Background: an optimization exercise with open tools, aiming at small area. Do not read the settings as production practice.
Function was checked by simulation only, so behaviour that the tests miss may differ from the original.

==> inputs of run Z <==
Design receiver_credit_rate_controller, start of the top module:
module receiver_credit_rate_controller
(
    input  logic        aclk,
    input  logic        aresetn,
    input  logic        s_valid,
    output logic        s_ready,
    input  logic [81:0] s_data,
    output logic        m_valid,
    input  logic        m_ready,
    output logic [84:0] m_data,
    input  logic        cfg_valid,
    output logic        cfg_ready,
    input  logic [1:0]  cfg_index,
    input  logic [31:0] cfg_data
);
    localparam logic [4:0] S_INIT  = 5'd0,
                           S_IDLE  = 5'd1,
                           S_CFG   = 5'd2,
                           S_P1    = 5'd3,
                           S_P2    = 5'd4,
                           S_LOSS0 = 5'd5,
                           S_LDIV  = 5'd6,
                           S_BR    = 5'd7,
                           S_MUL   = 5'd8,
                           S_MOD5  = 5'd9,
                           S_D10   = 5'd10,
                           S_SUM   = 5'd11,
                           S_CLAMP = 5'd12,
                           S_RES   = 5'd13,
                           S_OUT   = 5'd14,
                           S_WDIV  = 5'd15,
                           S_IDIV  = 5'd16,
                           S_COPY  = 5'd17;
    function automatic logic [1:0] fadd(input logic a, input logic b, input logic c);
        fadd = {(a & b) | (c & (a ^ b)), a ^ b ^ c};
    endfunction
    function automatic logic [1:0] fsub(input logic a, input logic b, input logic c);
        fsub = {(~a & b) | (~(a ^ b) & c), a ^ b ^ c};
    endfunction
    logic [4:0] state, n_state;
    logic       half;
    logic [5:0] k;
    logic [5:0] it, n_it;
    wire        fe  = (k == 6'd47);
    wire [4:0]  g32 = k[4:0] ^ {half, 4'b0000};
    wire        w32 = half ? (k[5] | k[4]) : ~k[5];
    logic [47:0] lc, lf;                   
    logic [31:0] rtt, cnum, lost, sent;    
    logic [31:0] ivl, scale;               
    logic [31:0] expr;                     
    logic [15:0] rl, nl;                   
    logic [17:0] rh;                       
  ...
export LEC_CHECK = 0
export ABC_AREA = 1
export CAP_MARGIN = 20
export CORE_MARGIN = 2
export CORE_UTILIZATION = 80
export CTS_BUF_LIST = sky130_fd_sc_hd__clkbuf_4
export SLEW_MARGIN = 20
create_clock -name core_clock -period 10.0 [get_ports {aclk}]
run.sh (not shown) runs the stock make flow with config.mk's settings and CLKGATE_MAP_FILE= SYNTH_SCRIPT=/design/flow/synth_recipe.tcl, a recipe that flattens the netlist after the stock synthesis.
==> run P: changes against run Z <==
==> flow/flow/run.sh (new file) <==
#!/bin/bash
# Standard layout, with the port buffers made from sky130_fd_sc_hd__buf_1
# instead of the buffer cell buffer_ports picks by default.
cd "$(dirname "$0")/.."
export BUFFER_PORTS_ARGS="-buffer_cell sky130_fd_sc_hd__buf_1"
export CTS_ARGS="-sink_clustering_enable -repair_clock_nets -dont_use_dummy_load -buf_list sky130_fd_sc_hd__clkbuf_4 -sink_clustering_size 8 -sink_clustering_max_diameter 60"
bash standard.sh > standard.log 2>&1
status=$?
cp standard.sh flow_standard_copy.sh.txt 2>/dev/null
exit $status
==> flow/standard.sh (new file) <==
#!/bin/bash
# synth_recipe.tcl (not shown) runs the flow's synth.tcl, then flattens the netlist and writes it again
# the make line also repeats each setting of config.mk as NAME=value (left out here)
make -C /OpenROAD-flow-scripts/flow DESIGN_CONFIG=/design/flow/config.mk WORK_HOME=/design/flow/orfs CLKGATE_MAP_FILE= SYNTH_SCRIPT=/design/flow/synth_recipe.tcl "${@:-finish}"
- CAP_MARGIN: 20 -> 0
- CORE_UTILIZATION: 80 -> 60
- CTS_BUF_LIST: sky130_fd_sc_hd__clkbuf_4 -> not set
- SLEW_MARGIN: 20 -> 0
removed: flow/run.sh
==> comparison table <==
Status: run P complete, no violations; run Z did not finish
Stage where the flow stopped: run P -; run Z clock tree synthesis
DP Cell Count: run P 1951; run Z 1852
Library cell used as clock root buffer: run P sky130_fd_sc_hd__clkbuf_4; run Z sky130_fd_sc_hd__clkbuf_4
Global placement routability congestion: run P 0.997; run Z 1.12
Effective utilization at floorplan: run P 60.9%; run Z 81.5%
Total clock buffers created by CTS: run P 66; run Z 99
Placed inst area: run P 0.0161 mm²; run Z 0.0173 mm²
Synthesized-area fraction occupied by ao, oa, aoi and oai cells: run P 6.44%; run Z 6.44%
X dimension of the die: run P 163 µm; run Z 142 µm
Die span in y: run P 163 µm; run Z 142 µm
Worst Setup Slack post-DPL: run P 4930 ps; run Z 4660 ps
Commonest register cell after synthesis: run P sky130_fd_sc_hd__dfxtp_1; run Z sky130_fd_sc_hd__dfxtp_1
Post-DP HPWL: run P 26900 µm; run Z 33400 µm
Rows: run P 58; run Z 50
Synth async-reset ratio: run P 0%; run Z 0%

what the ideal ports hide:
No port has a modelled driver above. Below, the same layout with a new extraction and two added sets of constraints. Step 1 sets driving cells, clkbuf_16 on the clock port and buf_2 on the other inputs (assumed; they add their load-dependent delay and slew). Step 2 adds t to the input delays and takes it off the output delays; t is the mean of the earliest and latest rising clock arrival at the registers after step 1. Input paths then give back, and output paths get back, about the clock's delay inside the block. a / b / c = no drivers / after step 1 / after step 2; a / b = the first two.
run: run P
t (ns): 0.689
setup WS [ns]: 4.905 / 4.871 / 4.905
worst setup path at the end: register to register
slew at the worst register clock pin (ns): 0.11 / 0.11
cell pins on the clock port's net: 1
After both steps run P still meets setup and hold. The setup slack of run P moves by -0.034 ns with the drivers and by 0.000 ns with both steps.
